This is an optimization exercise on Yosys and OpenROAD, whose aim is small area, a short achievable clock period and few clock cycles per item, not a production implementation.
RTL that was checked went through simulation tests only; none was proved equivalent to the original.
No activity file was given, so power comes from the tool's default toggle rates.

## icmp4_to_icmp6_header_translate
module icmp4_to_icmp6_header_translate
#(
  parameter int PLATEAU_SLOTS = i46_pkg::PLATEAU_SLOTS_DEF
) (
  input  logic                  clk_i,
  input  logic                  rst_ni,
  input  logic                  cfg_we_i,
  input  logic [i46_pkg::CFG_IDX_W-1:0]  cfg_idx_i,
  input  logic [i46_pkg::CFG_DATA_W-1:0] cfg_data_i,
  input  logic                  in_valid_i,
  output logic                  in_ready_o,
  input  logic [7:0]            in_icmp4_type_i,
  input  logic [7:0]            in_icmp4_code_i,
  input  logic [31:0]           in_icmp4_rest_i,
  input  logic [15:0]           in_echo_identifier_i,
  input  logic [15:0]           in_inner_total_length_i,
  input  logic [15:0]           in_out_link_mtu_i,
  input  logic [15:0]           in_in_link_mtu_i,
  output logic                  out_valid_o,
  input  logic                  out_ready_i,
  output logic                  out_verdict_o,
  output logic                  out_is_error_message_o,
  output logic [7:0]            out_msg6_type_o,
  output logic [7:0]            out_msg6_code_o,
  output logic [31:0]           out_icmp6_rest_o
);
  ...
export LEC_CHECK = 0
export CAP_MARGIN = 20
export CORE_MARGIN = 2
export CORE_UTILIZATION = 40
export CTS_BUF_LIST = sky130_fd_sc_hd__clkbuf_8
export SETUP_SLACK_MARGIN = 3.1
export SLEW_MARGIN = 20
create_clock -name core_clock -period 5.5 [get_ports {clk_i}]
standard.sh (not shown) runs the stock make flow with config.mk's settings and CLKGATE_MAP_FILE= SYNTH_SCRIPT=/design/flow/synth_recipe.tcl, a recipe that flattens the netlist after the stock synthesis.
==> flow/flow/run.sh <==
#!/bin/bash
# The standard layout, with plain buffers on the ports instead of the
# delay buffers buffer_ports picks by default.
set -euo pipefail
export BUFFER_PORTS_ARGS="-buffer_cell sky130_fd_sc_hd__buf_1"
bash standard.sh > standard.log 2>&1
The starting point passed the timing, DRC and antenna checks.
Then changed:
--- a/flow/config.mk
+++ b/flow/config.mk
@@ -12 +12 @@
-export SETUP_SLACK_MARGIN = 3.1
+export SETUP_SLACK_MARGIN = 2.9
- The changed run completed with no timing, DRC or antenna violations
- sequential power stays flat
- die area is unchanged
- power rises slightly
- setup slack is worse by 0.025 ns
- clock-buffer cell count increases by 8
- global-route usage falls by 0.38 points
- register-to-register slack gets worse by 0.10 ns
Then changed:
--- a/flow/flow/run.sh
+++ b/flow/flow/run.sh
@@ -3 +3,2 @@
-# delay buffers buffer_ports picks by default.
+# delay buffers buffer_ports picks by default, and a clock tree with larger
+# sink clusters and no dummy loads.
@@ -5,0 +7 @@
+export CTS_ARGS="-sink_clustering_enable -repair_clock_nets -dont_use_dummy_load -buf_list sky130_fd_sc_hd__clkbuf_16 -sink_clustering_size 20 -sink_clustering_max_diameter 80"
--- a/flow/config.mk
+++ b/flow/config.mk
@@ -12 +12 @@
-export SETUP_SLACK_MARGIN = 2.9
+export SETUP_SLACK_MARGIN = 2.95
Result: Routed wire length is higher by 0.81%. Utilization is lower by 0.11 points. Maximum frequency is lower by 0.69%. Synthesized area does not change. Total power is lower by 9.9%. Global-route usage hardly moves. Die area stays the same. Clock power is lower by 32%. First-iteration DRC count is higher by 0.54%. Via count is lower by 0.62%.
Then changed:
--- a/flow/config.mk
+++ b/flow/config.mk
@@ -12 +12 @@
-export SETUP_SLACK_MARGIN = 2.95
+export SETUP_SLACK_MARGIN = 2.8
=> Maximum frequency falls by 2.6%; total power fell by 1.0%; setup slack got worse by 0.070 ns; routed wire length shrinks by 4.7%; design area shrinks by 3.7%; die area does not change; clock skew came out higher by 0.014 ns.
Function was not checked in any run of this note: the RTL went through the layout flow alone.


== fjord ==
Another version of the RTL of icmp4_to_icmp6_header_translate (not shown whole).
For scale: ~1700 cells after synthesis, roughly 20000 µm² of cells after synthesis.
==> flow/config.mk <==
export PLATFORM = sky130hd
export DESIGN_NAME = icmp4_to_icmp6_header_translate
export DESIGN_NICKNAME = icmp4_to_icmp6_header_translate
export VERILOG_FILES = /design/flow/design.v
export SDC_FILE = /design/flow/constraint.sdc
export NUM_CORES = 4
export LEC_CHECK = 0
export CAP_MARGIN = 20
export CORE_MARGIN = 2
export CORE_UTILIZATION = 40
export CTS_BUF_LIST = sky130_fd_sc_hd__clkbuf_8
export SETUP_SLACK_MARGIN = 2.65
export SLEW_MARGIN = 20
==> flow/constraint.sdc <==
create_clock -name core_clock -period 5.5 [get_ports {clk_i}]
set_input_delay 1.1000 -clock core_clock [delete_from_list [all_inputs] [get_ports {clk_i}]]
set_output_delay 1.1000 -clock core_clock [all_outputs]
set_load 0.01 [all_outputs]
==> flow/flow/run.sh <==
#!/bin/bash
# The standard layout, with plain buffers on the ports instead of the
# delay buffers buffer_ports picks by default, and a clock tree with larger
# sink clusters and no dummy loads.
set -euo pipefail
export BUFFER_PORTS_ARGS="-buffer_cell sky130_fd_sc_hd__buf_1"
export CTS_ARGS="-sink_clustering_enable -repair_clock_nets -dont_use_dummy_load -buf_list sky130_fd_sc_hd__clkbuf_16 -sink_clustering_size 20 -sink_clustering_max_diameter 80"
bash standard.sh > standard.log 2>&1
Testbench counts of fjord, summed over its fixed seeds: cycles 8,448, items 8,192.
The inputs of garnet differ from those of fjord as listed below.
Settings: SETUP_SLACK_MARGIN changed from 2.65 to 2.8; CORE_UTILIZATION changed from 40 to 60.
==> flow/flow/run.sh <==
#!/bin/bash
# The standard layout, with plain buffers on the ports instead of the
# delay buffers buffer_ports picks by default.
set -euo pipefail
export BUFFER_PORTS_ARGS="-buffer_cell sky130_fd_sc_hd__buf_1"
bash standard.sh > standard.log 2>&1
==> results.txt <==
Reported for fjord and garnet, number of clock sinks turned out identical to the last digit.
Between garnet and fjord, it is garnet whose shortest clock period the worst path allows after layout is lower, by 0.10 ns.
The higher power spent charging and discharging nets of fjord and garnet is in garnet.
Of the two values seen for path type of the worst min-delay path, flip-flop to flip-flop was produced by garnet and input pin to async pin by fjord.
The following lists how amber was set up differently from garnet:
Settings: changing CORE_UTILIZATION from 60 to 40.
### Flow results
On inserted tap cell count: between garnet and amber, it ends up higher for amber.
Taking garnet as the reference, in amber core utilization went down, detailed-route wire length per cell +0.55%.
Between garnet and amber, the met1 wire length is lower for garnet.
Est. power | amber vs garnet | amber lower
amber vs garnet: post-layout instance area up slightly
amber vs garnet — worst path required time dropped 0.05 ns.


Setup of harbor:
icmp4_to_icmp6_header_translate again, from the RTL that the note above started with.
Settings: LEC_CHECK=0, CAP_MARGIN=20, CORE_MARGIN=2, CORE_UTILIZATION=40, CTS_BUF_LIST=sky130_fd_sc_hd__clkbuf_8, PLACE_DENSITY=0.7, SETUP_SLACK_MARGIN=2.8, SLEW_MARGIN=20; clock period 5.5 ns.
==> flow/flow/run.sh <==
#!/bin/bash
# The standard layout, with plain buffers on the ports instead of the
# delay buffers buffer_ports picks by default, and a clock tree with larger
# sink clusters and no dummy loads.
set -euo pipefail
export BUFFER_PORTS_ARGS="-buffer_cell sky130_fd_sc_hd__buf_1"
export CTS_ARGS="-sink_clustering_enable -repair_clock_nets -dont_use_dummy_load -buf_list sky130_fd_sc_hd__clkbuf_16 -sink_clustering_size 20 -sink_clustering_max_diameter 80"
bash standard.sh > standard.log 2>&1
Testbench counts of harbor, summed over its fixed seeds: cycles 8,448, items 8,192.
Modified inputs, xenon compared to harbor
Settings: TNS_END_PERCENT now 0, previously not set; PLACE_DENSITY no longer set, was 0.7.
==> flow/flow/run.sh <==
#!/bin/bash
# The standard layout, with plain buffers on the ports instead of the
# delay buffers buffer_ports picks by default.
set -euo pipefail
export BUFFER_PORTS_ARGS="-buffer_cell sky130_fd_sc_hd__buf_1"
bash standard.sh > standard.log 2>&1
Findings:
Summary of xenon over harbor: combinational share of power down 2.8 points; cell area shows an increase of 0.36%; total CTS buffers went up by 42; wire length of the first global-routing pass increased 1000 um; number of clock sinks roughly the same.
Static leakage in xenon is 2.1% above harbor.
Per the comparison of xenon with harbor, portion of netlist area occupied by mux cells now sits at about the same level; number of fillers in the final layout climbed 106.
Modified inputs, cedar compared to xenon
Settings: TNS_END_PERCENT removed (was 0).
--- a/flow/flow/run.sh
+++ b/flow/flow/run.sh
@@ -3 +3,2 @@
-# delay buffers buffer_ports picks by default.
+# delay buffers buffer_ports picks by default, and a clock tree with larger
+# sink clusters and no dummy loads.
@@ -5,0 +7 @@
+export CTS_ARGS="-sink_clustering_enable -repair_clock_nets -dont_use_dummy_load -buf_list sky130_fd_sc_hd__clkbuf_16 -sink_clustering_size 30 -sink_clustering_max_diameter 120"
--- outcome ---
- Compared xenon against cedar; number of placed instances, taps included within noise.
- For xenon, the cell with the largest stage delay on the worst path was a2111oi_0, unlike cedar, where it was nor4bb_1.
- Compared with xenon, cedar shows a higher routability congestion estimate from global placement.
- Diff xenon -> cedar: proportion of power drawn by flip-flops and latches up 8.7 points; fraction of met3 tracks used by global routing has decreased.
- Design area ends up lower on cedar.
- Diff cedar..xenon | via total after detailed routing | negligible
- Non-clock buffer count delta for cedar relative to xenon: 9.4% higher
- Taking xenon as the reference, in cedar final critical delay including setup and external delays moved down; net switching power figure -about 13%.
For quartz, these inputs were changed with respect to cedar:
Settings: SETUP_SLACK_MARGIN changed from 2.8 to 2.72.
--- a/flow/flow/run.sh
+++ b/flow/flow/run.sh
@@ -7 +7 @@
-export CTS_ARGS="-sink_clustering_enable -repair_clock_nets -dont_use_dummy_load -buf_list sky130_fd_sc_hd__clkbuf_16 -sink_clustering_size 30 -sink_clustering_max_diameter 120"
+export CTS_ARGS="-sink_clustering_enable -repair_clock_nets -dont_use_dummy_load -buf_list sky130_fd_sc_hd__clkbuf_16 -sink_clustering_size 20 -sink_clustering_max_diameter 80"
Notes after the runs:
Summary of quartz over cedar: portion of the clock cycle consumed by the worst path in the final layout increased 0.78 points, count of vias placed by the detailed router dropped 0.91%.
Compared with cedar, quartz shows per-cell routed wire length lower by about 1.2%.
In quartz relative to cedar, count of inverters other than clock inverters in the layout had gone down by a few percent.
quartz against cedar: share of post-route cells with drive strength above 1 lost 1.8 points, overall power consumption +about 5%.
Taking cedar as the reference, in quartz worst setup margin shrank by 0.043 ns, total length of routed met2 wires shrank by 0.82%, wire length shrank by 1000 um, number of nets in the finished design shrank by about 0.6%, non-clock buffer count shrank by 21.

afterwards: timing with drivers on the ports:
No port has a modelled driver above. Below, the same layouts with a new extraction and two added sets of constraints. Step 1 (the two cells are an assumption about what drives the block):
set clk [get_ports {clk_i}]
set_driving_cell -lib_cell sky130_fd_sc_hd__clkbuf_16 $clk
set_driving_cell -lib_cell sky130_fd_sc_hd__buf_2 [delete_from_list [all_inputs] $clk]
Step 2, shift: input delay + t, output delay - t, t = (earliest + latest rising clock arrival at the registers) / 2. This alone moves slack from input paths to output paths. Three values: ideal, step 1, step 2; two values: the first two.
run	shift t [ns]	setup slack, ns	worst data-port slew with drivers (ns)
the first run of note 1	0.720	2.921 / 2.870 / 2.339	0.12
the second run of note 1	0.670	2.896 / 2.899 / 2.256	0.09
the third run of note 1	0.612	2.877 / 2.911 / 2.299	0.11
the fourth run of note 1	0.613	2.807 / 2.837 / 2.223	0.10
fjord	0.604	2.706 / 2.736 / 2.132	0.11
garnet	0.695	2.810 / 2.811 / 2.146	0.08
amber	0.694	2.770 / 2.770 / 2.149	0.11
harbor	0.609	2.757 / 2.770 / 2.176	0.10
xenon	0.673	2.721 / 2.732 / 2.059	0.09
cedar	0.583	2.779 / 2.796 / 2.227	0.12
quartz	0.604	2.736 / 2.764 / 2.160	0.09
After both steps setup and hold are still met in every run listed. For garnet, which loses most, drivers alone change the setup slack by +0.001 ns; drivers and shift together by -0.664 ns.
